Context: an optimization exercise on an open-source flow, tuned for small area, a short achievable clock period and few clock cycles. The choices shown serve that exercise and are no tape-out recipe.
At most, simulation tests tie the RTL to the original design; equivalence was not proved.
The RTL of run 1 was laid out without a check of its function.
Power figures rest on the tool's default switching activity, not on a simulated workload.

$ cat design/flow/design.v
`timescale 1ns / 1ps
`default_nettype none
package betc_pkg;
  localparam int ENTRIES_DEFAULT = 8;
  localparam int BLK_W    = 64;
  localparam int LEN_W    = 16;
  localparam int MODE_W   = 2;
  localparam int STATUS_W = 3;
  localparam logic [MODE_W-1:0] MODE_LOOKUP = 2'd0;
  localparam logic [MODE_W-1:0] MODE_FILL   = 2'd1;
  localparam logic [MODE_W-1:0] MODE_TRUNC  = 2'd2;
  localparam logic [STATUS_W-1:0] STATUS_MISS      = 3'd0;
  localparam logic [STATUS_W-1:0] STATUS_HIT       = 3'd1;
  localparam logic [STATUS_W-1:0] STATUS_FILLED    = 3'd2;
  localparam logic [STATUS_W-1:0] STATUS_REJECTED  = 3'd3;
  localparam logic [STATUS_W-1:0] STATUS_TRUNCATED = 3'd4;
endpackage
`default_nettype wire
`timescale 1ns / 1ps
`default_nettype none
module betc_ram #(
  parameter int WIDTH = 32,
  parameter int DEPTH = 8
) (
  input  wire logic                     clk,
  input  wire logic [DEPTH-1:0]         wr_sel,
  input  wire logic [WIDTH-1:0]         wr_data,
  output logic      [DEPTH*WIDTH-1:0]   rd_data
);
  logic [WIDTH-1:0] mem [DEPTH];
  always_ff @(posedge clk) begin
    for (int i = 0; i < DEPTH; i++) begin
      if (wr_sel[i]) begin
        mem[i] <= wr_data;
      end
    end
  end
  always_comb begin
    for (int i = 0; i < DEPTH; i++) begin
      rd_data[i*WIDTH +: WIDTH] = mem[i];
    end
  end
endmodule
`default_nettype wire
`timescale 1ns / 1ps
`default_nettype none
import betc_pkg::*;
module block_extent_translation_cache #(
  parameter int ENTRIES = ENTRIES_DEFAULT
) (
  input  wire logic                clk,
  input  wire logic                rst,
  input  wire logic                in_valid,
  output logic                     in_stall,
  input  wire logic [MODE_W-1:0]   mode,
  input  wire logic [BLK_W-1:0]    block_index,
  input  wire logic                create,
  input  wire logic [BLK_W-1:0]    extent_start,
  input  wire logic [BLK_W-1:0]    extent_phys,
  input  wire logic [LEN_W-1:0]    extent_count,
  input  wire logic [BLK_W-1:0]    eof_block,
  output logic                     out_valid,
  input  wire logic                out_stall,
  output logic      [STATUS_W-1:0] status,
  output logic      [BLK_W-1:0]    phys_block
);
  localparam int N     = ENTRIES;
  localparam int HI_W  = BLK_W - LEN_W;
  localparam int END_W = LEN_W + 1;
  localparam int ENT_W = 2 * BLK_W + END_W + 2;
  function automatic logic covers(input logic [BLK_W-1:0] b,
                                  input logic [HI_W-1:0]  bm1_hi,
                                  input logic             bnz,
                                  input logic [BLK_W-1:0] start,
                                  input logic [END_W-1:0] lend);
    logic lo_lt;
    logic hi_eq;
    logic hi_p1;
    lo_lt  = (b[LEN_W-1:0] < start[LEN_W-1:0]);
    hi_eq  = (b[BLK_W-1:LEN_W] == start[BLK_W-1:LEN_W]);
    hi_p1  = bnz && (bm1_hi == start[BLK_W-1:LEN_W]);
    covers = lo_lt ? (hi_p1 && ({1'b1, b[LEN_W-1:0]} < lend))
                   : (hi_eq && ({1'b0, b[LEN_W-1:0]} < lend));
  endfunction
  function automatic logic at_or_below(input logic [BLK_W-1:0] e,
                                       input logic [BLK_W-1:0] start);
    logic lo_le;
    logic hi_eq;
    logic hi_lt;
    lo_le = (e[LEN_W-1:0] <= start[LEN_W-1:0]);
    hi_eq = (e[BLK_W-1:LEN_W] == start[BLK_W-1:LEN_W]);
    hi_lt = (e[BLK_W-1:LEN_W] < start[BLK_W-1:LEN_W]);
    at_or_below = hi_lt || (hi_eq && lo_le);
  endfunction
  logic stall;
  logic              v1;
  logic [MODE_W-1:0] m1;
  logic              cr1;
  logic [BLK_W-1:0]  x1;
  logic [HI_W-1:0]   xm1_hi;
  logic              xnz;
  logic [BLK_W-1:0]  xs1;
  logic [BLK_W-1:0]  xp1;
  logic [END_W-1:0]  end1;
  logic              hole1;
  logic              zin1;
  logic              v2;
  logic [MODE_W-1:0] m2;
  logic              cr2;
  logic [BLK_W-1:0]  x2;
  logic              ok2;      
  logic [BLK_W-1:0]  xs2;
  logic [BLK_W-1:0]  nd2;
  logic [END_W-1:0]  end2;
  logic              hole2;
  logic              zin2;
  logic              covf2;    
  logic              clrf2;
  logic              zcf2;
  logic [N-1:0]      cov2;
  logic [N-1:0]      clr2;
  logic [N-1:0]      zc2;      
  logic                v3;
  logic [STATUS_W-1:0] st3;
  logic                z3;     
  logic [BLK_W-1:0]    b3;
  logic [BLK_W-1:0]    nd3;
  logic                v4;
  logic [STATUS_W-1:0] st4;
  logic [BLK_W-1:0]    ph4;
  logic                vs;
  logic [STATUS_W-1:0] sts;
  logic [BLK_W-1:0]    phs;
  logic [BLK_W-1:0]    res_ph;
  logic                r4_free;
  logic [N-1:0]       valid;
  logic [N-1:0]       mru;       
  logic [N-1:0]       victim;    
  logic [N-1:0]       last_wr;   
  logic [N-1:0]       wr_sel;
  logic [ENT_W-1:0]   wr_data;
  logic [N*ENT_W-1:0] tbl;
  logic [BLK_W-1:0]   e_ls  [N];
  logic [BLK_W-1:0]   e_nd  [N];
  logic [END_W-1:0]   e_end [N];
  logic [N-1:0]       e_hole;
  logic [N-1:0]       e_zin;
  logic [N-1:0]     c_cov;
  logic [N-1:0]     c_clr;
  logic [N-1:0]     c_zc;
  logic [BLK_W-1:0] c_nd;
  logic             c_ok;
  logic [N-1:0]     cov;
  logic [N-1:0]     clr;
  logic [N-1:0]     zc;
  logic             hit_mru;
  logic [N-1:0]     others;
  logic [N-1:0]     first;
  logic [N-1:0]     hit_oh;
  logic             hit;
  logic [BLK_W-1:0] nd_sel;
  logic [N-1:0]     victim_adv;
  logic [N-1:0]     victim_next;
  logic [N-1:0]     mru_next;
  logic [N-1:0]     valid_next;
  betc_ram #(
    .WIDTH (ENT_W),
    .DEPTH (N)
  ) u_table (
    .clk     (clk),
    .wr_sel  (wr_sel),
    .wr_data (wr_data),
    .rd_data (tbl)
  );
  always_comb begin
    for (int i = 0; i < N; i++) begin
      {e_ls[i], e_nd[i], e_end[i], e_hole[i], e_zin[i]} = tbl[i*ENT_W +: ENT_W];
    end
  end
  assign stall    = vs;
  assign in_stall = vs;
  assign r4_free  = !v4 || !out_stall;
  always_comb begin
    for (int i = 0; i < N; i++) begin
      c_cov[i] = covers(x1, xm1_hi, xnz, e_ls[i], e_end[i]);
      c_clr[i] = at_or_below(x1, e_ls[i]);
      c_zc[i]  = e_hole[i] || (e_zin[i] && (x1[LEN_W-1:0] == e_nd[i][LEN_W-1:0]));
    end
    c_nd    = xs1 - xp1;
    c_ok    = covers(x1, xm1_hi, xnz, xs1, end1);
    c_ok    = cr1 ? (!hole1 && c_ok) : (hole1 || c_ok);
  end
  always_comb begin
    victim_adv = {victim[N-2:0], victim[N-1]};
    for (int i = 0; i < N; i++) begin
      cov[i] = valid[i] && (last_wr[i] ? covf2 : cov2[i]);
      clr[i] = last_wr[i] ? clrf2 : clr2[i];
      zc[i]  = last_wr[i] ? zcf2 : zc2[i];
    end
    hit_mru = |(cov & mru);
    others  = cov & ~mru;
    first   = others & (~others + 1'b1);
    hit_oh  = hit_mru ? mru : first;
    hit     = |cov;
    victim_next = victim;
    mru_next    = mru;
    valid_next  = valid;
    if (v2) begin
      case (m2)
        MODE_LOOKUP: begin
          if (hit) begin
            mru_next = hit_oh;
            if (!hit_mru && |(first & victim)) begin
              victim_next = victim_adv;
            end
            if (cr2 && |(hit_oh & zc)) begin
              victim_next = hit_oh;
            end
          end
        end
        MODE_FILL: begin
          if (ok2) begin
            valid_next  = valid | victim;
            mru_next    = victim;
            victim_next = victim_adv;
          end
        end
        MODE_TRUNC: begin
          valid_next = valid & ~clr;
        end
        default: ;
      endcase
    end
    wr_sel  = (v2 && m2 == MODE_FILL && ok2 && !stall) ? victim : '0;
    wr_data = {xs2, nd2, end2, hole2, zin2};
    nd_sel = '0;
    for (int i = 0; i < N; i++) begin
      nd_sel = nd_sel | (e_nd[i] & {BLK_W{hit_oh[i]}});
    end
  end
  always_ff @(posedge clk) begin
    if (rst) begin
      v1     <= 1'b0;
      v2     <= 1'b0;
      v3     <= 1'b0;
      valid  <= '0;
      mru    <= N'(1);
      victim <= N'(1);
      last_wr <= '0;
    end else if (!stall) begin
      last_wr <= wr_sel;
      v1     <= in_valid;
      v2     <= v1;
      v3     <= v2;
      valid  <= valid_next;
      mru    <= mru_next;
      victim <= victim_next;
    end
  end
  always_ff @(posedge clk) begin
    if (!stall) begin
      m1  <= mode;
      cr1 <= create;
      x1  <= (mode == MODE_TRUNC) ? eof_block : block_index;
      xm1_hi <= block_index[BLK_W-1:LEN_W] - 1'b1;
      xnz    <= (block_index[BLK_W-1:LEN_W] != '0);
      xs1 <= extent_start;
      xp1 <= extent_phys;
      end1  <= {1'b0, extent_start[LEN_W-1:0]} + {1'b0, extent_count};
      hole1 <= (extent_phys == '0);
      zin1  <= (extent_phys[BLK_W-1:LEN_W] == '1) && (extent_phys[LEN_W-1:0] != '0)
               && ((END_W'(1) << LEN_W) - {1'b0, extent_phys[LEN_W-1:0]}
                   < {1'b0, extent_count});
      m2   <= m1;
      cr2  <= cr1;
      x2   <= x1;
      ok2  <= c_ok;
      cov2 <= c_cov;
      clr2 <= c_clr;
      zc2  <= c_zc;
      xs2   <= xs1;
      nd2   <= c_nd;
      end2  <= end1;
      hole2 <= hole1;
      zin2  <= zin1;
      covf2 <= covers(x1, xm1_hi, xnz, xs2, end2);
      clrf2 <= at_or_below(x1, xs2);
      zcf2  <= hole2 || (zin2 && (x1[LEN_W-1:0] == nd2[LEN_W-1:0]));
      case (m2)
        MODE_LOOKUP: begin
          st3 <= hit ? STATUS_HIT : STATUS_MISS;
          z3  <= !hit || |(hit_oh & e_hole);
        end
        MODE_FILL: begin
          st3 <= ok2 ? STATUS_FILLED : STATUS_REJECTED;
          z3  <= !ok2 || hole2;
        end
        MODE_TRUNC: begin
          st3 <= STATUS_TRUNCATED;
          z3  <= 1'b1;
        end
        default: begin
          st3 <= STATUS_MISS;
          z3  <= 1'b1;
        end
      endcase
      b3  <= x2;
      nd3 <= (m2 == MODE_FILL) ? nd2 : nd_sel;
    end
  end
  assign res_ph = z3 ? '0 : (b3 - nd3);
  always_ff @(posedge clk) begin
    if (rst) begin
      v4 <= 1'b0;
      vs <= 1'b0;
    end else if (r4_free) begin
      v4 <= vs || v3;
      vs <= 1'b0;
    end else if (!vs && v3) begin
      vs <= 1'b1;
    end
  end
  always_ff @(posedge clk) begin
    if (r4_free) begin
      st4 <= vs ? sts : st3;
      ph4 <= vs ? phs : res_ph;
    end
    if (!vs) begin
      sts <= st3;
      phs <= res_ph;
    end
  end
  assign out_valid  = v4;
  assign status     = st4;
  assign phys_block = ph4;
endmodule
`default_nettype wire
$ cat design/flow/run.sh
#!/bin/bash
# synth_recipe.tcl (not shown) runs the flow's synth.tcl, then flattens the netlist and writes it again
# the make line also repeats each setting of config.mk as NAME=value (left out here)
make -C /OpenROAD-flow-scripts/flow DESIGN_CONFIG=/design/flow/config.mk WORK_HOME=/design/flow/orfs CLKGATE_MAP_FILE= SYNTH_SCRIPT=/design/flow/synth_recipe.tcl finish
$ cat design/flow/config.mk
export PLATFORM = sky130hd
export DESIGN_NAME = block_extent_translation_cache
export DESIGN_NICKNAME = block_extent_translation_cache
export VERILOG_FILES = /design/flow/design.v
export SDC_FILE = /design/flow/constraint.sdc
export NUM_CORES = 4
export LEC_CHECK = 0
export CAP_MARGIN = 20
export CORE_MARGIN = 2
export CORE_UTILIZATION = 40
export SETUP_SLACK_MARGIN = 5
export SLEW_MARGIN = 20
$ cat design/flow/constraint.sdc
create_clock -name core_clock -period 9.0 [get_ports {clk}]
set_input_delay 1.8000 -clock core_clock [delete_from_list [all_inputs] [get_ports {clk}]]
set_output_delay 1.8000 -clock core_clock [all_outputs]
set_load 0.01 [all_outputs]
==> results.cfg, run 1 <==
[global_routing]
grt_max_degree = 163
grt_overflow_total = 0
grt_use_total_pct = 26.5
grt_pass1_wl_um = 488000
antenna_found_initial = 36
grt_pass1_vias = 67810

[power]
power_switching_mw = 6.06
combPwrFrac_pct = 11.7
seqPwrFrac_pct = 48.0
p_int_mw = 17.1
vdd_ir_drop_max_v = 0.000218
p_clk_share_pct = 40.3
power.density_nw_per_um2 = 197
p_leak_nw = 46.8
total_power_mw = 23.2
swShare_pct = 26.1

[layout]
nets = 9800
final_common_cell = edfxtp_1
drive_gt1_share_pct = 8.76
areaGrowthSynthToFinish_pct = 16.9
post-route-util_pct = 46.9
final_cell_mix = edfxtp_1, inv_1, ha_1

[die]
die-area_um2 = 256000
core_area_um2 = 251000
die_w_um = 506
rows = 184
die_y_um = 506
io-pin-count = 348
start_util_pct = 40.2

[logic_synthesis]
netlist_area_um2 = 101000
yosysUniqueCellTypes = 78
synth.area.top_cells = edfxtp_1, ha_1, inv_1
synth_top_family_by_area = adder cells
avgSynthCellArea_um2 = 12.6
synth_mux_area_share_pct = 1.21
ys.flop_type = edfxtp_1
synth_compound_area_share_pct = 10.5
synthArstFlopShare_pct = 0
yosysTopAreaCell = edfxtp_1
synth_xor_xnor_area_share_pct = 6.93
ys_seq_elements = 1984
syn_inst = 8019
seq_area_frac_synth_pct = 58.1
synth-edff-count = 1880
syn_nets = 9205
synthSimpleGateAreaFrac_pct = 7.40
synthAdderAreaFrac_pct = 11.3
ys_warn_count = 6
synth_top_area_share_pct = 56.0

[routing]
ant_nets = 0
drc = 0
dr.first_iter.drc_count = 6701
drt-wirelength-per-cell_um = 28.8
avgViaCountPerCell = 5.64
vias = 68639
first_pass_iters = 5
wirelength_um = 350000

[placement]
dp_hpwl_um = 251000
place_congestion = 0.965
dp_slack_ns = 3.07
portBuffers = 347

[sta]
hold_viol = 0
max_freq_mhz = 236
max-slew-margin-rel_pct = 19.0
worst_pin_slew_ns = 1.21
fin_crit_sh_pct = 47.2
fin_skew_ns = 0.0632
rsz0062_at_grt = yes
period_minus_slack_ns = 4.25
drv_slew = 0
worst_slack_ns = 4.75
finalSetupViolations = 0

[setup_path]
slowest_delay_ns = 0.53
crit_path_end_kind = flip-flop
required_ns = 9.62
critPathTopFamily = simple AND/OR/NAND/NOR gates
cp_slowest_cell = or4_4
path_buf_inv = 2
crit_top_cell = or4_4
cp_max_fo = 4
critPathKind = input pin to flip-flop
cp_cell_sequence = buf_6 -> or4_4 -> or3_4 -> or4_4 -> nor4_4 -> nand2_2 -> or4_4 -> or4_4 -> buf_6 -> nor2_4 -> xor2_1
cp.arrival_ns = 4.87
startpoint_type = input pin

[clocking]
path_clk_slew_ns = 0.06
cts_tree = built
cts_buffer_depth = 3
cts_max_level = 4
hold_buffers = 0
clock_latency_ns = 0.91
root_buffer = clkbuf_16
clock_sinks = 1984
numCtsBuffers = 216

[job]
maxCapViolations = 0

[run_status]
outcome = finished clean

[worst_hold_path]
hp-class = flip-flop to flip-flop
[kinds of logic (layout without fill, tap and decap cells)]
| family | count (synthesis) | after routing |
|---|---|---|
| AO/OA/AOI/OAI | 1599 | 1599 |
| XOR/XNOR | 797 | 797 |
| adder cells (fa/ha/maj) | 907 | 907 |
| buffers and inverters | 1225 | 2003 |
| flip-flops | 1984 | 1984 |
| multiplexers | 111 | 111 |
| other | 0 | 12 |
| AND/OR/NAND/NOR | 1396 | 1402 |
[routing by layer]
| layer | part of all wire (%) | GRT usage [%] | vias up |
|---|---|---|---|
| met5 | 0.0037 | 0 | - |
| met3 | 7.0 | 3.65 | 668 |
| met1 | 41 | 34.9 | 34254 |
| met4 | 6.2 | 14.6 | 2 |
| met2 | 46 | 42.4 | 2843 |
| li1 | - | - | 30872 |
[final cells by class]
cell class              count  area, um2
multi-input cells        4816      38400
clock inverters           138       1770
fillers                 22419     133000
diodes                     12       30.0
flip-flops and latches   1984      58500
inverters                1030       3870
repair buffers            566       5310
clock buffers             269       5710
well taps                3348       4190
[power by group through the flow]
| stage | registers [mW] | logic [mW] | clock network, mW |
|---|---|---|---|
| finish | 11.1 | 2.72 | 9.34 |
| global route | 11.2 | 2.95 | 9.82 |
| CTS | 11.1 | 2.67 | 9.47 |
| detailed placement | 11.3 | 2.62 | 0 |
| global placement | 11.3 | 2.58 | 0 |
| floorplan | 11.1 | 1.45 | 0 |
[sequential cells by signal (all words and copies together) (netlist names), 17 cells and up]
| name | flops |
|---|---|
| u_table.mem | 1176 |
| b3 | 64 |
| nd2 | 64 |
| nd3 | 64 |
| ph4 | 64 |
| phs | 64 |
| x1 | 64 |
| x2 | 64 |
| xp1 | 64 |
| xs1 | 64 |
| xs2 | 64 |
| xm1_hi | 48 |
| end1 | 17 |
| end2 | 17 |
[worst paths after layout]
kind,startpoint,to,slack (ns),depth (start not counted)
setup / recovery,block_index[30],xm1_hi[42],4.75,11
hold / removal,x2[3],b3[3],0.41,0
setup reg to reg,x1[42],clr2[3],5.11,8
hold reg to reg,x2[3],b3[3],0.41,0
[synth_stat cells, drive strengths merged (20+ instances only)]
master,count
edfxtp,1880
inv,1030
ha,904
xor2,428
a21oi,409
xnor2,369
o21ai,284
nand2,245
nand4,244
a21o,240
nor2,195
clkbuf,166
a221oi,157
nand3,157
nor4,148
a22oi,134
nor2b,106
dfxtp,104
nand2b,100
nor3,93
o21a,86
mux2,85
o22ai,35
a211oi,31
buf,29
mux2i,26
and2,21
o31ai,21
a31oi,20
o21bai,20
[repair_timing]
action / 4_1_cts / 5_1_grt
cloned: 1 / 6
hold endpoints to repair: 0 / 0
setup endpoints to repair: 174 / 422
buffers inserted: 21 / 14
pin swaps: 28 / 33
gates resized for setup: 120 / 58
[metrics by stage]
step | instances | setup TNS (ns) | hold slack [ns] | instance area [um2]
CTS | 12131 | 0 | 0.414 | 117000
floorplan | 8019 | -1065.32 | 0.400 | 101000
global placement | 11701 | 0 | 0.401 | 109000
global route | 12157 | 0 | 0.422 | 118000
detailed placement | 11702 | 0 | 0.405 | 109000
finish | 12163 | 0 | 0.414 | 118000
==> run 2, diff against run 1 <==
--- a/design/flow/design.v
+++ b/design/flow/design.v
@@ -111,10 +111,2 @@
   logic              ok2;      
-  logic [BLK_W-1:0]  xs2;
-  logic [BLK_W-1:0]  nd2;
-  logic [END_W-1:0]  end2;
-  logic              hole2;
-  logic              zin2;
-  logic              covf2;    
-  logic              clrf2;
-  logic              zcf2;
   logic [N-1:0]      cov2;
@@ -138,3 +130,2 @@
   logic [N-1:0]       victim;    
-  logic [N-1:0]       last_wr;   
   logic [N-1:0]       wr_sel;
@@ -152,5 +143,4 @@
   logic             c_ok;
+  logic             c_write;
   logic [N-1:0]     cov;
-  logic [N-1:0]     clr;
-  logic [N-1:0]     zc;
   logic             hit_mru;
@@ -160,2 +150,3 @@
   logic             hit;
+  logic [N-1:0]     sel_oh;
   logic [BLK_W-1:0] nd_sel;
@@ -191,2 +182,4 @@
     c_ok    = cr1 ? (!hole1 && c_ok) : (hole1 || c_ok);
+    c_write = v1 && (m1 == MODE_FILL) && c_ok && !stall;
+    wr_data = {xs1, c_nd, end1, hole1, zin1};
   end
@@ -194,7 +187,3 @@
     victim_adv = {victim[N-2:0], victim[N-1]};
-    for (int i = 0; i < N; i++) begin
-      cov[i] = valid[i] && (last_wr[i] ? covf2 : cov2[i]);
-      clr[i] = last_wr[i] ? clrf2 : clr2[i];
-      zc[i]  = last_wr[i] ? zcf2 : zc2[i];
-    end
+    cov     = valid & cov2;
     hit_mru = |(cov & mru);
@@ -215,3 +204,3 @@
             end
-            if (cr2 && |(hit_oh & zc)) begin
+            if (cr2 && |(hit_oh & zc2)) begin
               victim_next = hit_oh;
@@ -222,3 +211,2 @@
           if (ok2) begin
-            valid_next  = valid | victim;
             mru_next    = victim;
@@ -228,3 +216,3 @@
         MODE_TRUNC: begin
-          valid_next = valid & ~clr;
+          valid_next = valid & ~clr2;
         end
@@ -233,7 +221,8 @@
     end
-    wr_sel  = (v2 && m2 == MODE_FILL && ok2 && !stall) ? victim : '0;
-    wr_data = {xs2, nd2, end2, hole2, zin2};
+    wr_sel = c_write ? victim_next : '0;
+    valid_next = valid_next | wr_sel;
+    sel_oh = (m2 == MODE_FILL) ? victim : hit_oh;
     nd_sel = '0;
     for (int i = 0; i < N; i++) begin
-      nd_sel = nd_sel | (e_nd[i] & {BLK_W{hit_oh[i]}});
+      nd_sel = nd_sel | (e_nd[i] & {BLK_W{sel_oh[i]}});
     end
@@ -248,5 +237,3 @@
       victim <= N'(1);
-      last_wr <= '0;
     end else if (!stall) begin
-      last_wr <= wr_sel;
       v1     <= in_valid;
@@ -280,10 +267,2 @@
       zc2  <= c_zc;
-      xs2   <= xs1;
-      nd2   <= c_nd;
-      end2  <= end1;
-      hole2 <= hole1;
-      zin2  <= zin1;
-      covf2 <= covers(x1, xm1_hi, xnz, xs2, end2);
-      clrf2 <= at_or_below(x1, xs2);
-      zcf2  <= hole2 || (zin2 && (x1[LEN_W-1:0] == nd2[LEN_W-1:0]));
       case (m2)
@@ -295,3 +274,3 @@
           st3 <= ok2 ? STATUS_FILLED : STATUS_REJECTED;
-          z3  <= !ok2 || hole2;
+          z3  <= !ok2 || |(victim & e_hole);
         end
@@ -307,3 +286,3 @@
       b3  <= x2;
-      nd3 <= (m2 == MODE_FILL) ? nd2 : nd_sel;
+      nd3 <= nd_sel;
     end
--- a/design/flow/config.mk
+++ b/design/flow/config.mk
@@ -9,3 +9,3 @@
 export CORE_MARGIN = 2
-export CORE_UTILIZATION = 40
+export CORE_UTILIZATION = 55
 export SETUP_SLACK_MARGIN = 5
==> results.cfg, run 2 <==
[run_status]
outcome = finished clean

[logic_synthesis]
ys_top_cells_by_count = edfxtp_1, inv_1, ha_1
synth.area.top_cells = edfxtp_1, ha_1, inv_1
syn_inst = 7361
synth_xor_xnor_area_share_pct = 6.72
avgSynthCellArea_um2 = 12.6
synthArstFlopShare_pct = 0
yosysMostFrequentCell = edfxtp_1
syn_nets = 8464
ys_seq_elements = 1826
synth_top_family_by_area = adder cells
synthAdderAreaFrac_pct = 11.1
yosysUniqueCellTypes = 97
synth_compound_area_share_pct = 11.0
ys.flop_type = edfxtp_1
synthSimpleGateAreaFrac_pct = 7.57
ys_warn_count = 6
netlist_area_um2 = 93000
yosysTopAreaCell = edfxtp_1
synth-edff-count = 1730
synth_top_area_share_pct = 55.9
synth_mux_area_share_pct = 1.28
seq_area_frac_synth_pct = 57.9

[clocking]
clock_latency_ns = 0.87
clock_sinks = 1826
numCtsBuffers = 192
cts_buffer_depth = 3
cts_tree = built
cts_max_level = 4
root_buffer = clkbuf_16
hold_buffers = 0
path_clk_slew_ns = 0.06

[sta]
max_freq_mhz = 232
fin_crit_sh_pct = 47.9
rsz0062_at_grt = yes
max-slew-margin-rel_pct = 11.3
worst_pin_slew_ns = 1.32
fin_skew_ns = 0.0573
finalSetupViolations = 0
period_minus_slack_ns = 4.31
drv_slew = 0
hold_viol = 0
whs_ns = 0.416

[die]
rows = 150
die_w_um = 415
core_area_um2 = 168000
die-area_um2 = 172000
io-pin-count = 348
die_y_um = 415
start_util_pct = 55.5

[routing]
first_pass_iters = 8
vias = 69545
avgViaCountPerCell = 6.52
wirelength_um = 371000
ant_nets = 0
dr.first_iter.drc_count = 11063
drt-wirelength-per-cell_um = 34.8
drc = 0

[global_routing]
grt_use_total_pct = 39.6
gr-max-usage-layer = met2
use_met3_pct = 8.10
grt_use_met1_pct = 53.5
grt_pass1_vias = 64117
grt_pass1_wl_um = 478000
grt_max_degree = 168
use_met2_pct = 59.9
antenna_found_initial = 30
grt_overflow_total = 0

[layout]
nets = 9391
final_cell_mix = edfxtp_1, inv_1, ha_1
final_common_cell = edfxtp_1
nFillCells = 12067
regMostFlops = u_table.mem
largest_reg_flops = 1176
drive_gt1_share_pct = 13.2
post-route-util_pct = 68.0
areaGrowthSynthToFinish_pct = 22.6

[setup_path]
r2r_cells = 14
cp_max_fo = 11
crit_path_end_kind = flip-flop
required_ns = 9.57
endpoint = u_table.mem[2][124]
r2r-start = xs1[42]
timing.rr.end = u_table.mem[2][124]
crit_start = xs1[42]
cp.arrival_ns = 4.88
rrSetupSlack_ns = 4.69
critPathKind = flip-flop to flip-flop
startpoint_type = flip-flop

[power]
power.density_nw_per_um2 = 181
p_leak_nw = 45.5
vdd_ir_drop_max_v = 0.000185

[placement]
dp_hpwl_um = 237000
place_congestion = 1.05
portBuffers = 347

[worst_hold_path]
hp-class = flip-flop to flip-flop

[job]
maxCapViolations = 0
## run 2: cell count changes after synthesis, sizes merged, moves of 22 or more
cell    delta
edfxtp   -150
inv      -147
a22oi    +137
a21oi    -124
a221oi   -120
xor2      -93
ha        -83
nand3     -74
nand4     +53
nor4      -31
nor2b     -24
nand2b    -22
o21ai     -22
## run 2: timing repair
item	4_1_cts	5_1_grt
cloned	39	117
setup endpoints to repair	1497	1380
endpoints found under the hold margin	0	0
pin swaps	34	38
gates resized for setup	212	189
setup buffers	143	71
## run 2: worst min-delay path by stage
stage	startpoint	endpoint	slack [ns]	depth (start not counted)
2_1_floorplan	x2[0]	b3[0]	0.40	0
3_3_place_gp	x2[12]	b3[12]	0.40	0
3_5_place_dp	x2[13]	b3[13]	0.40	0
4_1_cts	x2[44]	b3[44]	0.42	0
5_1_grt	x2[8]	b3[8]	0.43	0
6_report	x2[13]	b3[13]	0.42	0
## run 2: power by group
| group | internal [mW] | switching [mW] |
|---|---|---|
| Combinational | 1.02 | 1.83 |
| Sequential | 9.63 | 0.141 |
| Clock | 4.53 | 3.52 |
| Total | 15.2 | 5.50 |
## run 2: stage by stage
| stage | total power, mW | std cells | setup TNS (ns) | cell area, um2 | setup WS [ns] |
|---|---|---|---|---|---|
| 6_report | 20.7 | 10667 | 0 | 114000 | 4.69 |
| 5_1_grt | 21.1 | 10657 | 0 | 114000 | 4.80 |
| 4_1_cts | 20.5 | 10466 | 0 | 110000 | 4.92 |
| 3_5_place_dp | 12.5 | 9928 | 0 | 100000 | 3.08 |
| 3_3_place_gp | 12.5 | 9927 | 0 | 100000 | 3.05 |
| 2_1_floorplan | 11.3 | 7361 | -1531.76 | 93100 | -1.89 |
## run 2: cell families after synthesis
| group | after synthesis |
|---|---|
| and+or+nand+nor | 1306 |
| xor gates and xnor gates | 713 |
| DFF | 1826 |
| AOI/OAI and AO/OA | 1505 |
| adders and majority gates | 824 |
| buffers and inverters | 1079 |
| muxes | 108 |
## run 2: layout make-up
class / count / area, um2 / share of cell area, %
tap: 2204 / 2760 / 2.42
multi-input combinational: 4456 / 35900 / 31.5
antenna: 13 / 32.5 / 0.0285
inverter: 883 / 3320 / 2.91
clock buffer: 239 / 5140 / 4.51
sequential: 1826 / 53900 / 47.3
clock inverter: 117 / 1160 / 1.01
timing repair buffer: 929 / 11800 / 10.3
## run 2: worst max-delay path, cell delays in order, from the launching register on
cell and delay (ns):
edfxtp_1 0.38, buf_4 0.26, xor2_1 0.20, nor4_2 0.69
nand4_1 0.45, mux2i_1 0.27, a221o_1 0.34, nand4_1 0.20
buf_4 0.20, buf_12 0.13, buf_12 0.13, nor2_4 0.14
buf_12 0.16, buf_4 0.24, clkbuf_16 0.20
## run 2: metal layers
layer  vias up  share of wire (%)
met5         -              0.082
met4        18                7.3
met3      1053                 13
met2      4884                 43
met1     34209                 37
li1      29381                  -
Testbench counts of run 2, summed over its fixed seeds: cycles 20,032.
==> run 3, diff against run 2 <==
--- a/design/flow/config.mk
+++ b/design/flow/config.mk
@@ -9,4 +9,3 @@
 export CORE_MARGIN = 2
-export CORE_UTILIZATION = 55
-export SETUP_SLACK_MARGIN = 5
+export CORE_UTILIZATION = 40
 export SLEW_MARGIN = 20
==> results.cfg, run 3 <==
[run_status]
outcome = finished clean

[logic_synthesis]
synth.area.top_cells = edfxtp_1, ha_1, inv_1
syn_nets = 8464
yosysTopAreaCell = edfxtp_1
syn_inst = 7361
ys_top_cells_by_count = edfxtp_1, inv_1, ha_1
ys_seq_elements = 1826
yosysMostFrequentCell = edfxtp_1
yosysUniqueCellTypes = 97
netlist_area_um2 = 93000
seq_area_frac_synth_pct = 57.9
synth_top_area_share_pct = 55.9
ys.flop_type = edfxtp_1
synthArstFlopShare_pct = 0
ys_warn_count = 6
synth-edff-count = 1730
avgSynthCellArea_um2 = 12.6

[routing]
drc = 0
ant_nets = 0
drt-wirelength-per-cell_um = 30.7
dr.first_iter.drc_count = 6722
vias = 63921
wirelength_um = 341000
first_pass_iters = 6
avgViaCountPerCell = 5.75

[setup_path]
cp.arrival_ns = 6.26
startpoint_type = flip-flop
cp_max_fo = 49
required_ns = 9.46
critPathKind = flip-flop to flip-flop
crit_path_end_kind = flip-flop

[job]
maxCapViolations = 0

[clocking]
post_cts_buffers = 0
clock_latency_ns = 0.88
clock_sinks = 1826
cts_max_level = 4
path_clk_slew_ns = 0.06
cts_tree = built
cts_buffer_depth = 3
numCtsBuffers = 199
root_buffer = clkbuf_16
cts_resized = 0
hold_buffers = 0

[layout]
regMostFlops = u_table.mem
areaGrowthSynthToFinish_pct = 16.1
nets = 9022
final_common_cell = edfxtp_1
final_cell_mix = edfxtp_1, inv_1, ha_1
drive_gt1_share_pct = 8.16
nFillCells = 20597
largest_reg_flops = 1176
design_area_um2 = 108000

[die]
start_util_pct = 40.3
rows = 176
core_area_um2 = 231000
die_y_um = 486
die_w_um = 486
io-pin-count = 348
die-area_um2 = 236000

[placement]
place_congestion = 1.05
portBuffers = 347
post_dp_cell_area_um2 = 101000
dp_hpwl_um = 250000

[global_routing]
antenna_found_initial = 33
grt_use_total_pct = 28.4
grt_pass1_vias = 62671
grt_overflow_total = 0
grt_pass1_wl_um = 473000
grt_max_degree = 133

[power]
power.density_nw_per_um2 = 192
vdd_ir_drop_max_v = 0.000180
total_power_mw = 20.8
p_leak_nw = 42.3

[sta]
max_freq_mhz = 172
hold_viol = 0
fin_tns_setup_ns = 0
fin_crit_sh_pct = 64.5
period_minus_slack_ns = 5.80
finalSetupViolations = 0
whs_ns = 0.414
fin_skew_ns = 0.0497
drv_slew = 0
max-slew-margin-rel_pct = 17.1
rsz0062_at_grt = no
worst_pin_slew_ns = 1.23

[worst_hold_path]
hp-class = flip-flop to flip-flop
==> run 3: kinds of logic after synthesis <==
| kind of cell | after synthesis | synth area share, % |
|---|---|---|
| AO/OA/AOI/OAI | 1505 | 11.0 |
| buffers and inverters | 1079 | 4.37 |
| adder cells (fa/ha/maj) | 824 | 11.1 |
| XOR/XNOR | 713 | 6.72 |
| AND/OR/NAND/NOR | 1306 | 7.57 |
| multiplexers | 108 | 1.28 |
| flip-flops | 1826 | 57.9 |
==> run 3: through the flow <==
step                      worst slack [ns]  util, %  cells
after floorplan                      -1.89        -   7361
after global placement                2.71     43.9  10743
after detailed placement              2.82     44.0  10744
after CTS                             3.32     46.8  11115
after global routing                  3.23     46.8  11117
final                                 3.20     46.8  11118
==> run 3: per-layer routing <==
layer	global-route usage (%)	wire [um]	vias to the layer above
met3	5.30	26900	646
met4	15.5	21800	30
met5	0	204	-
met1	37.9	142000	31877
li1	-	-	28575
met2	43.6	150000	2793
==> run 3: cell type report <==
class	count	area [um2]	area share [%]
flip-flops and latches	1826	53900	49.9
multi-input cells	4456	35200	32.6
clock buffers	257	5450	5.04
repair buffers	553	5170	4.79
well taps	3026	3790	3.51
inverters	883	3320	3.07
clock inverters	114	1200	1.11
diodes	3	7.51	0.00695
==> run 3: worst max-delay path, stage by stage, from the launching register on <==
cell	delay, ns
edfxtp_1	0.37
buf_4	0.23
xor2_1	0.20
nor4_1	0.58
nand4_1	0.17
nor4_1	0.64
nand4_1	0.53
mux2i_1	0.30
a221o_1	0.34
nand4_1	0.14
buf_4	0.26
nor2_4	0.70
buf_4	0.78
==> run 3: final timing paths <==
kind                    from                  end  slack, ns  cells after the start
setup / recovery  xm1_hi[41]  u_table.mem[4][114]       3.20                     12
hold / removal        x2[36]               b3[36]       0.41                      0
setup reg to reg  xm1_hi[41]  u_table.mem[4][114]       3.20                     12
hold reg to reg       x2[36]               b3[36]       0.41                      0
==> run 3: where the power goes <==
group / leakage (nW) / internal, mW / switching [mW]
clock network: 3.23 / 4.80 / 3.54
registers: 17.4 / 9.63 / 0.193
logic: 21.8 / 0.919 / 1.70
total: 42.3 / 15.4 / 5.43
==> run 4, diff against run 3 <==
--- a/design/flow/config.mk
+++ b/design/flow/config.mk
@@ -10,2 +10,3 @@
 export CORE_UTILIZATION = 40
+export SETUP_SLACK_MARGIN = 4.5
 export SLEW_MARGIN = 20
==> results.cfg, run 4 <==
[clocking]
clock_latency_ns = 0.87
root_buffer = clkbuf_16
path_clk_slew_ns = 0.06
cts_buffer_depth = 3
hold_buffers = 0
cts_max_level = 4
cts_tree = built
numCtsBuffers = 199
clock_sinks = 1826

[layout]
final_cell_mix = edfxtp_1, inv_1, ha_1
largest_reg_flops = 1176
areaGrowthSynthToFinish_pct = 17.4
nets = 9091
register_area_um2 = 53900
final_common_cell = edfxtp_1
drive_gt1_share_pct = 9.41
design_area_um2 = 109000
regMostFlops = u_table.mem
nFillCells = 20518
post-route-util_pct = 47.3
multi_input_area_um2 = 35500

[setup_path]
startpoint_type = flip-flop
critPathKind = flip-flop to flip-flop
crit_path_end_kind = flip-flop
rrSetupSlack_ns = 4.48
r2r-start = xs1[18]
timing.rr.end = u_table.mem[5][115]
r2r_cells = 11
required_ns = 9.46
cp.arrival_ns = 4.99
cp_max_fo = 80
crit_start = xs1[18]

[global_routing]
grt_max_degree = 133
grt_overflow_total = 0
grt_use_total_pct = 28.7
antenna_found_initial = 25
grt_pass1_vias = 62907
grt_pass1_wl_um = 477000

[sta]
rsz0062_at_grt = yes
fin_skew_ns = 0.0403
fin_crit_sh_pct = 50.3
worst_slack_ns = 4.48
hold_viol = 0
period_minus_slack_ns = 4.52
drv_slew = 0
worst_pin_slew_ns = 1.28
max-slew-margin-rel_pct = 14.6
max_freq_mhz = 221
fin_tns_setup_ns = 0
finalSetupViolations = 0

[die]
die-area_um2 = 236000
rows = 176
die_y_um = 486
die_w_um = 486
core_area_um2 = 231000
start_util_pct = 40.3
io-pin-count = 348

[logic_synthesis]
ys_top_cells_by_count = edfxtp_1, inv_1, ha_1
seq_area_frac_synth_pct = 57.9
syn_nets = 8464
yosysTopAreaCell = edfxtp_1
netlist_area_um2 = 93000
ys_seq_elements = 1826
ys_warn_count = 6
synthArstFlopShare_pct = 0
yosysMostFrequentCell = edfxtp_1
synth.area.top_cells = edfxtp_1, ha_1, inv_1
synth-edff-count = 1730
yosysUniqueCellTypes = 97
synth_top_area_share_pct = 55.9
avgSynthCellArea_um2 = 12.6
ys.flop_type = edfxtp_1
syn_inst = 7361

[routing]
wirelength_um = 347000
ant_nets = 0
drc = 0
vias = 64412
dr.first_iter.drc_count = 7257
avgViaCountPerCell = 5.76
first_pass_iters = 7
drt-wirelength-per-cell_um = 31.0

[worst_hold_path]
whs_path_depth = 0
hp-start = x2[36]
worstHoldEndpoint = b3[36]
hp-class = flip-flop to flip-flop

[power]
p_leak_nw = 42.9
power.density_nw_per_um2 = 191
vdd_ir_drop_max_v = 0.000182

[placement]
dp_slack_ns = 2.82
dp_hpwl_um = 250000
post_dp_cell_area_um2 = 101000
place_congestion = 1.05
portBuffers = 347

[run_status]
outcome = finished clean

[job]
maxCapViolations = 0
[run 4: cell types whose count changed in the layout (fill, tap and decap cells not counted), sizes merged]
cell and delta:
nor2 +3, buf +61, clkbuf +4, diode +2, bufbuf +1
[run 4: worst max-delay path by stage]
stage                                     end  slack, ns  cells after the start
after floorplan             u_table.mem[0][0]      -1.89                      5
after global placement             xm1_hi[39]       2.71                     10
after detailed placement           xm1_hi[39]       2.82                     10
after CTS                  u_table.mem[4][76]       4.51                     11
after global routing        u_table.mem[3][8]       4.40                     11
final                     u_table.mem[5][115]       4.48                     11
[run 4: cell type report]
type / instances / area share (%)
clock inverters: 114 / 1.10
diodes: 5 / 0.0115
repair buffers: 619 / 5.49
inverters: 883 / 3.04
clock buffers: 257 / 4.99
flip-flops and latches: 1826 / 49.4
multi-input cells: 4459 / 32.5
well taps: 3026 / 3.47
[run 4: cell families after synthesis]
group / count (synthesis) / synth area share (%)
flip-flops: 1826 / 57.9
buffers and inverters: 1079 / 4.37
AND/OR/NAND/NOR: 1306 / 7.57
adder cells (fa/ha/maj): 824 / 11.1
AO/OA/AOI/OAI: 1505 / 11.0
XOR/XNOR: 713 / 6.72
multiplexers: 108 / 1.28
[run 4: metal layers]
metal	share of wire (%)	global-route usage, %	routed length (um)	vias up
li1	-	-	-	28729
met1	41	38.5	143000	32201
met2	45	44.8	156000	2870
met3	8.0	5.05	27700	594
met4	5.9	14.3	20400	18
met5	0.033	0	114	-
[run 4: what timing repair did]
item / in CTS / in global routing
gates resized for setup: 53 / 20
setup buffers: 32 / 26
pin swaps: 13 / 9
endpoints found under the setup margin: 1335 / 695
cloned: 7 / 3
[run 4: stage by stage]
stage / cells / hold WS, ns / power (mW)
finish: 11189 / 0.413 / 20.8
global route: 11185 / 0.416 / 21.5
CTS: 11154 / 0.417 / 20.9
detailed placement: 10744 / 0.405 / 12.6
global placement: 10743 / 0.401 / 12.5
floorplan: 7361 / 0.400 / 11.3
[run 4: power breakdown]
part | internal (mW) | switching (mW)
clock network | 4.80 | 3.55
logic | 0.955 | 1.75
registers | 9.63 | 0.163
total | 15.4 | 5.46
[run 4: worst max-delay path, stage by stage, from the launching register on]
cell      delay, ns
edfxtp_1       0.39
buf_4          0.22
xnor2_1        0.35
nand4_1        0.26
nor4_2         0.52
nand4_1        0.43
mux2i_1        0.26
a221o_1        0.32
nand4_1        0.14
buf_4          0.28
nor2_4         0.28
buf_16         0.33
==> run 5, diff against run 4 <==
--- a/design/flow/config.mk
+++ b/design/flow/config.mk
@@ -10,2 +10,3 @@
 export CORE_UTILIZATION = 40
+export CTS_BUF_LIST = sky130_fd_sc_hd__clkbuf_4 sky130_fd_sc_hd__clkbuf_8
 export SETUP_SLACK_MARGIN = 4.5
==> results.cfg, run 5 <==
[logic_synthesis]
syn_inst = 7361
ys.flop_type = edfxtp_1
synth_compound_area_share_pct = 11.0
synth.area.top_cells = edfxtp_1, ha_1, inv_1
yosysMostFrequentCell = edfxtp_1
yosysTopAreaCell = edfxtp_1
synthSimpleGateAreaFrac_pct = 7.57
synthAdderAreaFrac_pct = 11.1
synth_mux_area_share_pct = 1.28
synth-edff-count = 1730
synth_top_family_by_area = adder cells
netlist_area_um2 = 93000
synth_xor_xnor_area_share_pct = 6.72
seq_area_frac_synth_pct = 57.9
ys_warn_count = 6
synthArstFlopShare_pct = 0
ys_top_cells_by_count = edfxtp_1, inv_1, ha_1
yosysUniqueCellTypes = 97
ys_seq_elements = 1826
synth_top_area_share_pct = 55.9
avgSynthCellArea_um2 = 12.6
syn_nets = 8464

[clocking]
root_buffer = clkbuf_8
cts_tree = built
numCtsBuffers = 336
clock_sinks = 1826
cts_max_level = 5
clock_latency_ns = 1.11
cts_buffer_depth = 4
path_clk_slew_ns = 0.06

[power]
total_power_mw = 20.3
p_leak_nw = 43.1
vdd_ir_drop_max_v = 0.000147
power.density_nw_per_um2 = 186

[setup_path]
critPathTopFamily = simple AND/OR/NAND/NOR gates
path_buf_inv = 2
slowest_delay_ns = 0.60
critPathKind = flip-flop to flip-flop
cp_slowest_cell = or3_1
required_ns = 9.79
crit_path_end_kind = flip-flop
cp.arrival_ns = 5.29
cp_cell_sequence = buf_4 -> ha_1 -> nand4_1 -> nor4_4 -> nand2_1 -> or3_1 -> or3_1 -> a211oi_2 -> a2111oi_1 -> buf_4 -> a22o_1
cp_max_fo = 10
startpoint_type = flip-flop

[layout]
areaGrowthSynthToFinish_pct = 17.1
post-route-util_pct = 47.2
final_cell_mix = edfxtp_1, inv_1, ha_1
register_area_um2 = 53900
nFillCells = 20676
drive_gt1_share_pct = 11.6
multi_input_area_um2 = 35500
regMostFlops = u_table.mem
nets = 9236
final_common_cell = edfxtp_1
instances_no_fill = 11397
largest_reg_flops = 1176

[routing]
ant_nets = 0
wirelength_um = 349000
drc = 0
dr.first_iter.drc_count = 7136
avgViaCountPerCell = 5.74
drt-wirelength-per-cell_um = 30.7
vias = 65429
first_pass_iters = 6

[sta]
period_minus_slack_ns = 4.50
worst_pin_slew_ns = 1.25
finalSetupViolations = 0
fin_skew_ns = 0.0952
drv_slew = 0
rsz0062_at_grt = no
fin_crit_sh_pct = 49.9
max-slew-margin-rel_pct = 16.4
hold_viol = 0
worst_slack_ns = 4.50
max_freq_mhz = 222
fin_tns_setup_ns = 0

[global_routing]
grt_overflow_total = 0
grt_pass1_vias = 64068
antenna_found_initial = 20
grt_max_degree = 133
grt_pass1_wl_um = 483000
grt_use_total_pct = 29.0

[die]
die_y_um = 486
rows = 176
start_util_pct = 40.3
die-area_um2 = 236000
core_area_um2 = 231000
io-pin-count = 348
die_w_um = 486

[placement]
placed_cells = 10744
place_congestion = 1.05
dp_slack_ns = 2.82
dp_hpwl_um = 250000
portBuffers = 347

[worst_hold_path]
hp-class = flip-flop to flip-flop

[job]
maxCapViolations = 0

[run_status]
outcome = finished clean
==> run 5: cell counts after synthesis <==
Identical to the previous run, type by type.
==> run 5: worst reg2reg max path: stages, from the launching register on <==
cell	delay, ns
edfxtp_1	0.36
buf_4	0.23
ha_1	0.34
nand4_1	0.40
nor4_4	0.58
nand2_1	0.19
or3_1	0.50
or3_1	0.61
a211oi_2	0.44
a2111oi_1	0.11
buf_4	0.21
a22o_1	0.22
==> run 5: kinds of logic after synthesis <==
family          count (synthesis)
flops                        1826
compound gates               1505
simple gates                 1306
buf+inv                      1079
fa+ha+maj                     824
xor+xnor                      713
mux                           108
==> run 5: per-layer routing <==
layer  GRT usage [%]  routed length, um  up-vias
li1                -                  -    29037
met1            38.6             144000    32617
met3            5.10              27400      728
met2            45.1             156000     3031
met5               0                103        -
met4            15.7              21600       16
==> run 5: per-stage QoR <==
step	area (um2)	hold slack [ns]
after CTS	108000	0.399
after global routing	109000	0.396
after floorplan	93100	0.400
after detailed placement	101000	0.405
final	109000	0.406
after global placement	101000	0.401
==> run 5: path summary, 6_finish.rpt <==
check | startpoint | endpoint | slack (ns) | cells past startpoint
worst max-delay path | x1[62] | clr2[4] | 4.50 | 11
worst max register to register | x1[62] | clr2[4] | 4.50 | 11
worst min-delay path | x2[15] | b3[15] | 0.41 | 0
worst min register to register | x2[15] | b3[15] | 0.41 | 0
==> run 5: cell type report <==
type                    count  area share (%)
multi-input cells        4459            32.6
clock buffers             453            5.13
diodes                      9          0.0207
flip-flops and latches   1826            49.5
inverters                 883            3.05
well taps                3026            3.48
repair buffers            627            5.59
clock inverters           114           0.670
==> run 5: power breakdown <==
group	internal, mW	switching [mW]	leakage, nW
combinational	0.955	1.75	22.4
sequential	9.63	0.169	17.4
clock	4.23	3.55	3.35
total	14.8	5.47	43.1
==> run 5: repair_timing <==
item,4_1_cts,5_1_grt
pin swaps,13,10
gates cloned,8,1
hold buffers,0,0
endpoints found under the setup margin,1324,974
gates resized for setup,53,20
buffers inserted,31,37
==> run 6, diff against run 5 <==
--- a/design/flow/design.v
+++ b/design/flow/design.v
@@ -122,7 +122,2 @@
   logic [BLK_W-1:0]    ph4;
-  logic                vs;
-  logic [STATUS_W-1:0] sts;
-  logic [BLK_W-1:0]    phs;
-  logic [BLK_W-1:0]    res_ph;
-  logic                r4_free;
   logic [N-1:0]       valid;
@@ -170,5 +165,4 @@
   end
-  assign stall    = vs;
-  assign in_stall = vs;
-  assign r4_free  = !v4 || !out_stall;
+  assign stall    = v4 && out_stall;
+  assign in_stall = stall;
   always_comb begin
@@ -234,2 +228,3 @@
       v3     <= 1'b0;
+      v4     <= 1'b0;
       valid  <= '0;
@@ -241,2 +236,3 @@
       v3     <= v2;
+      v4     <= v3;
       valid  <= valid_next;
@@ -287,24 +283,4 @@
       nd3 <= nd_sel;
-    end
-  end
-  assign res_ph = z3 ? '0 : (b3 - nd3);
-  always_ff @(posedge clk) begin
-    if (rst) begin
-      v4 <= 1'b0;
-      vs <= 1'b0;
-    end else if (r4_free) begin
-      v4 <= vs || v3;
-      vs <= 1'b0;
-    end else if (!vs && v3) begin
-      vs <= 1'b1;
-    end
-  end
-  always_ff @(posedge clk) begin
-    if (r4_free) begin
-      st4 <= vs ? sts : st3;
-      ph4 <= vs ? phs : res_ph;
-    end
-    if (!vs) begin
-      sts <= st3;
-      phs <= res_ph;
+      st4 <= st3;
+      ph4 <= z3 ? '0 : (b3 - nd3);
     end
--- a/design/flow/config.mk
+++ b/design/flow/config.mk
@@ -9,4 +9,3 @@
 export CORE_MARGIN = 2
-export CORE_UTILIZATION = 40
-export CTS_BUF_LIST = sky130_fd_sc_hd__clkbuf_4 sky130_fd_sc_hd__clkbuf_8
+export CORE_UTILIZATION = 60
 export SETUP_SLACK_MARGIN = 4.5
==> results.cfg, run 6 <==
[logic_synthesis]
synth-edff-count = 1730
syn_nets = 8358
synth_top_area_share_pct = 57.0
yosysUniqueCellTypes = 81
ys_warn_count = 6
avgSynthCellArea_um2 = 12.6
yosysMostFrequentCell = edfxtp_1
netlist_area_um2 = 91100
ys.flop_type = edfxtp_1
synthArstFlopShare_pct = 0
syn_inst = 7255
yosysTopAreaCell = edfxtp_1
ys_seq_elements = 1758
seq_area_frac_synth_pct = 57.6
ys_top_cells_by_count = edfxtp_1, inv_1, ha_1
synth.area.top_cells = edfxtp_1, ha_1, xnor2_1

[global_routing]
grt_use_total_pct = 41.5
grt_pass1_wl_um = 456000
grt_pass1_vias = 63097
grt_use_met1_pct = 56.2
grt_max_degree = 100
antenna_found_initial = 12
grt_overflow_total = 0
gr-max-usage-layer = met2
use_met3_pct = 10.2
use_met2_pct = 62.2

[sta]
fin_skew_ns = 0.0449
finalSetupViolations = 0
rsz0062_at_grt = yes
fin_crit_sh_pct = 51.7
worst_pin_slew_ns = 1.20
period_minus_slack_ns = 4.65
max-slew-margin-rel_pct = 17.9
hold_viol = 0
fin_tns_setup_ns = 0
drv_slew = 0
max_freq_mhz = 215

[clocking]
cts_buffer_depth = 3
path_clk_slew_ns = 0.07
clock_latency_ns = 0.85
cts_tree = built
cts_max_level = 4
numCtsBuffers = 178
root_buffer = clkbuf_16
hold_buffers = 0
clock_sinks = 1758

[routing]
avgViaCountPerCell = 6.56
vias = 65543
ant_nets = 0
drc = 0
dr.first_iter.drc_count = 9907
wirelength_um = 326000
drt-wirelength-per-cell_um = 32.6
first_pass_iters = 10

[die]
die-area_um2 = 155000
start_util_pct = 60.2
die_w_um = 394
die_y_um = 394
core_area_um2 = 151000
rows = 143
io-pin-count = 348

[layout]
nets = 8911
areaGrowthSynthToFinish_pct = 15.3
drive_gt1_share_pct = 8.56
instances_no_fill = 9989
largest_reg_flops = 1176
final_common_cell = edfxtp_1
final_cell_mix = edfxtp_1, inv_1, ha_1
regMostFlops = u_table.mem
post-route-util_pct = 69.4

[placement]
place_congestion = 1.07
dp_hpwl_um = 240000
portBuffers = 347
placed_cells = 9595

[power]
vdd_ir_drop_max_v = 0.000197
p_leak_nw = 42.0
power.density_nw_per_um2 = 194

[setup_path]
required_ns = 9.51
startpoint_type = flip-flop
r2r_cells = 7
critPathKind = flip-flop to flip-flop
cp.arrival_ns = 5.16
cp_max_fo = 10
crit_path_end_kind = flip-flop

[run_status]
outcome = finished clean

[worst_hold_path]
hp-class = flip-flop to flip-flop
whs_path_depth = 0

[job]
maxCapViolations = 0
-- run 6: final timing paths --
kind                            startpoint  endpoint  slack [ns]
worst max-delay path                x1[63]   cov2[2]        4.35
worst min-delay path                x2[11]    b3[11]        0.42
worst max register to register      x1[63]   cov2[2]        4.35
worst min register to register      x2[11]    b3[11]        0.42
-- run 6: worst max-delay path, cell delays in order, from the launching register on --
cell and delay (ns):
edfxtp_1 0.68, ha_1 0.47, nand4_1 0.11, nor2_1 0.65, nand2_1 0.36, nor3_2 0.64
nand2_1 0.49, o41ai_1 0.90
-- run 6: layer usage --
layer  vias to the layer above  wire length (um)
met1                     32285            123000
met2                      4308            142000
met5                         -                60
li1                      28204                 -
met3                       738             39900
met4                         8             20400
-- run 6: repair_timing --
action / in CTS / in global routing
setup endpoints to repair: 1461 / 622
gates cloned: 5 / 0
gates resized for setup: 52 / 24
setup buffers: 15 / 43
pin swaps: 13 / 14
-- run 6: where the power goes --
part / switching [mW] / leakage [nW] / internal, mW / total (mW)
clock network: 3.41 / 2.93 / 4.32 / 7.73
logic: 1.96 / 22.3 / 1.07 / 3.03
registers: 0.220 / 16.8 / 9.39 / 9.61
-- run 6: kinds of logic (layout without fill, tap and decap cells) --
group                    count (synthesis)  after routing  synth area share [%]
flip-flops                            1758           1758                  57.6
AO/OA/AOI/OAI                         1404           1404                  10.5
AND/OR/NAND/NOR                       1357           1360                  7.82
buffers and inverters                 1081           1779                  4.46
adder cells (fa/ha/maj)                824            824                  11.3
XOR/XNOR                               732            732                  7.04
multiplexers                            99             99                  1.19
other                                    0              3                     0
-- run 6: stage by stage --
stage | power (mW) | setup slack (ns) | hold slack, ns | instance area (um2)
after floorplan | 11.4 | 2.67 | 0.400 | 91300
after global placement | 12.6 | 2.77 | 0.401 | 98000
after detailed placement | 12.6 | 2.76 | 0.405 | 98000
after CTS | 20.3 | 4.50 | 0.417 | 105000
after global routing | 20.9 | 4.47 | 0.423 | 105000
final | 20.4 | 4.35 | 0.415 | 105000
-- run 6: final cells by class --
cell class                      instances  area, um2
Sequential cell                      1758      52500
Timing Repair Buffer                  574       5520
Inverter                              877       3300
Multi-Input combinational cell       4419      35100
Fill cell                           10608      46300
Clock buffer                          205       4620
Clock inverter                        123       1440
Antenna cell                            3       7.51
Tap cell                             2030       2540
Testbench counts of run 6, summed over its fixed seeds: cycles 20,032.
==> run 7, diff against run 6 <==
--- a/design/flow/config.mk
+++ b/design/flow/config.mk
@@ -9,3 +9,3 @@
 export CORE_MARGIN = 2
-export CORE_UTILIZATION = 60
+export CORE_UTILIZATION = 40
 export SETUP_SLACK_MARGIN = 4.5
==> results.cfg, run 7 <==
[setup_path]
crit_path_end_kind = flip-flop
startpoint_type = flip-flop
required_ns = 9.49
critPathTopFamily = simple AND/OR/NAND/NOR gates
cp_max_fo = 82
cp_slowest_cell = edfxtp_1
cp.arrival_ns = 5.09
critPathKind = flip-flop to flip-flop
cp_cell_sequence = xor2_1 -> nor4_1 -> nand4_1 -> nor4_4 -> a32oi_1 -> o31ai_4 -> nand3_4 -> nor3_4 -> buf_12 -> buf_12
slowest_delay_ns = 0.74
crit_top_cell = buf_12
crit_start = xs1[20]
r2r-start = xs1[20]
path_buf_inv = 2

[logic_synthesis]
syn_inst = 7255
synthArstFlopShare_pct = 0
synth-edff-count = 1730
seq_area_frac_synth_pct = 57.6
yosysTopAreaCell = edfxtp_1
syn_nets = 8358
synth.area.top_cells = edfxtp_1, ha_1, xnor2_1
yosysUniqueCellTypes = 81
ys_top_cells_by_count = edfxtp_1, inv_1, ha_1
synth_top_area_share_pct = 57.0
ys_warn_count = 6
ys.flop_type = edfxtp_1
ys_seq_elements = 1758
netlist_area_um2 = 91100
yosysMostFrequentCell = edfxtp_1
avgSynthCellArea_um2 = 12.6

[die]
die_y_um = 481
die-area_um2 = 232000
core_area_um2 = 227000
rows = 175
io-pin-count = 348
start_util_pct = 40.2
die_w_um = 481

[power]
power_switching_mw = 5.73
p_leak_nw = 42.3
p_clk_share_pct = 39.2
swShare_pct = 27.4
p_int_mw = 15.2
power.density_nw_per_um2 = 196
seqPwrFrac_pct = 45.8
vdd_ir_drop_max_v = 0.000193
combPwrFrac_pct = 15.1

[clocking]
cts_max_level = 4
clock_latency_ns = 0.88
cts_tree = built
cts_buffer_depth = 3
path_clk_slew_ns = 0.06
clock_sinks = 1758
hold_buffers = 0
root_buffer = clkbuf_16
numCtsBuffers = 195

[layout]
drive_gt1_share_pct = 8.78
areaGrowthSynthToFinish_pct = 17.2
nets = 8953
regMostFlops = u_table.mem
largest_reg_flops = 1176
final_cell_mix = edfxtp_1, inv_1, ha_1
nFillCells = 20301
final_common_cell = edfxtp_1
design_area_um2 = 107000

[sta]
fin_tns_setup_ns = 0
rsz0062_at_grt = yes
max_freq_mhz = 217
max-slew-margin-rel_pct = 15.7
fin_skew_ns = 0.0380
drv_slew = 0
period_minus_slack_ns = 4.60
fin_crit_sh_pct = 51.1
whs_ns = 0.404
worst_pin_slew_ns = 1.26
hold_viol = 0
finalSetupViolations = 0

[placement]
portBuffers = 347
post_dp_cell_area_um2 = 99500
place_congestion = 1.04
dp_hpwl_um = 264000

[global_routing]
grt_pass1_wl_um = 485000
grt_use_total_pct = 30.1
antenna_found_initial = 21
grt_overflow_total = 0
grt_max_degree = 134
use_met2_pct = 46.3
grt_use_met1_pct = 42.3
gr-max-usage-layer = met2
grt_pass1_vias = 61723
use_met3_pct = 4.02

[routing]
ant_nets = 0
wirelength_um = 354000
first_pass_iters = 8
avgViaCountPerCell = 5.84
drc = 0
vias = 64384
dr.first_iter.drc_count = 7647
drt-wirelength-per-cell_um = 32.1

[job]
maxCapViolations = 0

[worst_hold_path]
hp-start = x2[13]
hp-class = flip-flop to flip-flop

[run_status]
outcome = finished clean
-- run 7: layout make-up --
class | instances | area, um2 | area share, %
tap | 3009 | 3760 | 3.53
antenna | 5 | 12.5 | 0.0117
multi-input combinational | 4418 | 35000 | 32.8
inverter | 877 | 3300 | 3.10
clock inverter | 130 | 1440 | 1.35
timing repair buffer | 600 | 5660 | 5.30
sequential | 1758 | 52500 | 49.2
clock buffer | 228 | 5020 | 4.71
-- run 7: cell families after synthesis --
family | Yosys count | share of synthesized area (%)
flops | 1758 | 57.6
compound gates | 1404 | 10.5
simple gates | 1357 | 7.82
buf+inv | 1081 | 4.46
fa+ha+maj | 824 | 11.3
xor+xnor | 732 | 7.04
mux | 99 | 1.19
-- run 7: metal layers --
layer,routed length (um),vias up
li1,-,28300
met1,150000,32351
met2,157000,3146
met3,28100,581
met4,19200,6
met5,41,-
-- run 7: path summary, 6_finish.rpt --
kind,endpoint,slack [ns],cells after the start
hold / removal,b3[13],0.40,0
setup / recovery,u_table.mem[3][135],4.40,10
hold reg to reg,b3[13],0.40,0
setup reg to reg,u_table.mem[3][135],4.40,10
-- run 7: what timing repair did --
action / CTS / global route
endpoints found under the setup margin: 1501 / 715
gates cloned: 2 / 0
pin swaps: 4 / 7
gates resized for setup: 45 / 27
setup buffers: 28 / 20
-- run 7: through the flow --
stage	worst slack [ns]	power, mW	utilization (%)	instances
6_report	4.40	20.9	47.1	11025
3_3_place_gp	2.88	12.7	43.9	10612
3_5_place_dp	3.08	12.8	43.9	10612
5_1_grt	4.49	21.6	47.1	11020
4_1_cts	4.49	21.0	46.9	11000
2_1_floorplan	2.67	11.4	-	7255
-- run 7: power by group through the flow --
stage	clock, mW	combinational [mW]	sequential (mW)
6_report	8.19	3.15	9.57
5_1_grt	8.61	3.37	9.59
2_1_floorplan	0	1.67	9.72
3_3_place_gp	0	2.97	9.77
3_5_place_dp	0	3.00	9.78
4_1_cts	8.30	3.07	9.59
==> run 8, diff against run 7 <==
--- a/design/flow/config.mk
+++ b/design/flow/config.mk
@@ -9,3 +9,3 @@
 export CORE_MARGIN = 2
-export CORE_UTILIZATION = 40
+export CORE_UTILIZATION = 50
 export SETUP_SLACK_MARGIN = 4.5
==> results.cfg, run 8 <==
[routing]
dr.first_iter.drc_count = 8784
ant_nets = 0
vias = 64428
first_pass_iters = 8
avgViaCountPerCell = 6.21
wirelength_um = 339000
drc = 0
drt-wirelength-per-cell_um = 32.7

[die]
die_w_um = 431
io-pin-count = 348
die_y_um = 431
die-area_um2 = 186000
core_area_um2 = 181000
rows = 156
start_util_pct = 50.4

[placement]
place_congestion = 1.05
placed_cells = 9956
portBuffers = 347
dp_hpwl_um = 249000
dp_slack_ns = 3.13

[sta]
finalSetupViolations = 0
max_freq_mhz = 219
fin_crit_sh_pct = 50.8
worst_slack_ns = 4.43
period_minus_slack_ns = 4.57
worst_pin_slew_ns = 1.22
fin_skew_ns = 0.0472
rsz0062_at_grt = no
drv_slew = 0
max-slew-margin-rel_pct = 17.9
fin_tns_setup_ns = 0
hold_viol = 0

[logic_synthesis]
yosysMostFrequentCell = edfxtp_1
ys_seq_elements = 1758
synth.area.top_cells = edfxtp_1, ha_1, xnor2_1
syn_nets = 8358
ys_top_cells_by_count = edfxtp_1, inv_1, ha_1
synth_top_area_share_pct = 57.0
synth-edff-count = 1730
syn_inst = 7255
synthArstFlopShare_pct = 0
ys_warn_count = 6
yosysTopAreaCell = edfxtp_1
netlist_area_um2 = 91100
yosysUniqueCellTypes = 81
ys.flop_type = edfxtp_1
avgSynthCellArea_um2 = 12.6
seq_area_frac_synth_pct = 57.6

[setup_path]
required_ns = 9.51
r2r_cells = 9
crit_path_end_kind = flip-flop
rrSetupSlack_ns = 4.43
critPathKind = flip-flop to flip-flop
r2r-start = xs1[48]
startpoint_type = flip-flop
cp_max_fo = 40
cp.arrival_ns = 5.08
timing.rr.end = u_table.mem[6][13]

[global_routing]
grt_overflow_total = 0
grt_max_degree = 161
use_met3_pct = 5.45
grt_use_met1_pct = 50.5
grt_use_total_pct = 36.1
grt_pass1_vias = 61552
gr-max-usage-layer = met2
use_met2_pct = 54.4
antenna_found_initial = 20
grt_pass1_wl_um = 469000

[worst_hold_path]
hp-class = flip-flop to flip-flop
hp-start = x2[17]
whs_path_depth = 0
worstHoldEndpoint = b3[17]

[clocking]
path_clk_slew_ns = 0.06
cts_tree = built
clock_sinks = 1758
hold_buffers = 0
cts_max_level = 4
numCtsBuffers = 190
cts_buffer_depth = 3
root_buffer = clkbuf_16
clock_latency_ns = 0.86

[layout]
drive_gt1_share_pct = 8.51
largest_reg_flops = 1176
final_common_cell = edfxtp_1
regMostFlops = u_table.mem
final_cell_mix = edfxtp_1, inv_1, ha_1
nets = 8946
instances_no_fill = 10379
areaGrowthSynthToFinish_pct = 16.1
post-route-util_pct = 58.5

[run_status]
outcome = finished clean

[power]
p_leak_nw = 42.2
power.density_nw_per_um2 = 195
total_power_mw = 20.6
vdd_ir_drop_max_v = 0.000188

[job]
maxCapViolations = 0
-- run 8: final cells by class --
type                       count  area, um2
fill                       14663      75100
inverter                     877       3300
multi-input combinational   4418      35000
sequential                  1758      52500
tap                         2370       2970
clock buffer                 237       5040
clock inverter               117       1200
antenna                        4       10.0
timing repair buffer         598       5730
-- run 8: power by group --
group          internal, mW  total, mW  switching (mW)
Sequential             9.40       9.62           0.222
Clock                  4.47       7.93            3.46
Combinational          1.08       3.07            1.99
Total                  14.9       20.6            5.67
-- run 8: critical path, stage by stage (launching register included) --
cell and delay, ns:
edfxtp_1 0.88, xnor2_1 0.20, nand4_1 0.16, nor4_1 0.47
nand4_1 0.54, o31ai_4 0.48, nand3_4 0.31, nor3_4 0.24
buf_12 0.30, bufbuf_16 0.49
-- run 8: worst max-delay path by stage --
stage                    from             endpoint  slack [ns]  cells past startpoint
floorplan           out_stall    u_table.mem[0][0]        2.67                      6
global placement    out_stall    u_table.mem[2][2]        3.15                      8
detailed placement  out_stall  u_table.mem[0][115]        3.13                      7
CTS                 xm1_hi[5]  u_table.mem[6][100]        4.50                     12
global route            x1[5]   u_table.mem[6][12]        4.51                     13
finish                xs1[48]   u_table.mem[6][13]        4.43                      9
-- run 8: kinds of logic after synthesis --
logic type      share of synthesized area, %
compound gates                          10.5
xor+xnor                                7.04
fa+ha+maj                               11.3
flops                                   57.6
mux                                     1.19
buf+inv                                 4.46
simple gates                            7.82
-- run 8: routing by layer --
metal  part of all wire, %  vias up  wire length, um
met3                   9.0      572            30600
li1                      -    28307                -
met1                    41    32053           139000
met4                   6.3        8            21200
met2                    44     3488           148000
met5                 0.017        -               58
-- run 8: what timing repair did --
item | CTS | global route
pin swaps | 6 | 6
gates cloned | 5 | 0
endpoints found under the setup margin | 1521 | 678
resized for setup | 50 | 21
buffers inserted | 37 | 23
-- run 8: per-stage QoR --
step | hold WS, ns | instance area [um2]
final | 0.416 | 106000
after global routing | 0.425 | 106000
after CTS | 0.419 | 106000
after detailed placement | 0.405 | 98600
after global placement | 0.401 | 98600
after floorplan | 0.400 | 91300

## port drivers added, routing unchanged
No port has a modelled driver above. Below, the same layouts with a new extraction and two added sets of constraints. Step 1: set_driving_cell puts a clkbuf_16 on clk and a buf_2 on each other input, an assumption about the parent block. Step 2, shift: input delay + t, output delay - t, t = (earliest + latest rising clock arrival at the registers) / 2. This alone moves slack from input paths to output paths. Slacks: ideal ports / drivers / drivers and shift; pairs: ideal ports / drivers.
| run | t (ns) | setup slack, ns | hold slack, ns | latest minus earliest clock arrival (ns) | worst slew at a driven data input, ns |
|---|---|---|---|---|---|
| run 1 | 0.974 | 4.754 / 4.819 / 3.845 | 0.414 / 0.414 / 0.414 | 0.073 / 0.073 | 0.18 |
| run 2 | 0.937 | 4.689 / 4.689 / 4.172 | 0.416 / 0.416 / 0.416 | 0.057 / 0.058 | 0.12 |
| run 3 | 0.940 | 3.199 / 3.199 / 2.867 | 0.414 / 0.414 / 0.414 | 0.056 / 0.055 | 0.09 |
| run 4 | 0.942 | 4.476 / 4.476 / 3.817 | 0.413 / 0.413 / 0.413 | 0.045 / 0.045 | 0.09 |
| run 5 | 1.150 | 4.505 / 4.505 / 3.574 | 0.406 / 0.406 / 0.406 | 0.096 / 0.095 | 0.09 |
| run 6 | 0.913 | 4.347 / 4.347 / 3.680 | 0.415 / 0.415 / 0.415 | 0.045 / 0.045 | 0.06 |
| run 7 | 0.958 | 4.400 / 4.400 / 3.779 | 0.404 / 0.404 / 0.404 | 0.038 / 0.039 | 0.10 |
| run 8 | 0.932 | 4.431 / 4.431 / 3.756 | 0.416 / 0.416 / 0.416 | 0.049 / 0.049 | 0.08 |
After both steps setup and hold are still met in every run listed. For run 5, which loses most, drivers alone change the setup slack by 0.000 ns; drivers and shift together by -0.931 ns.
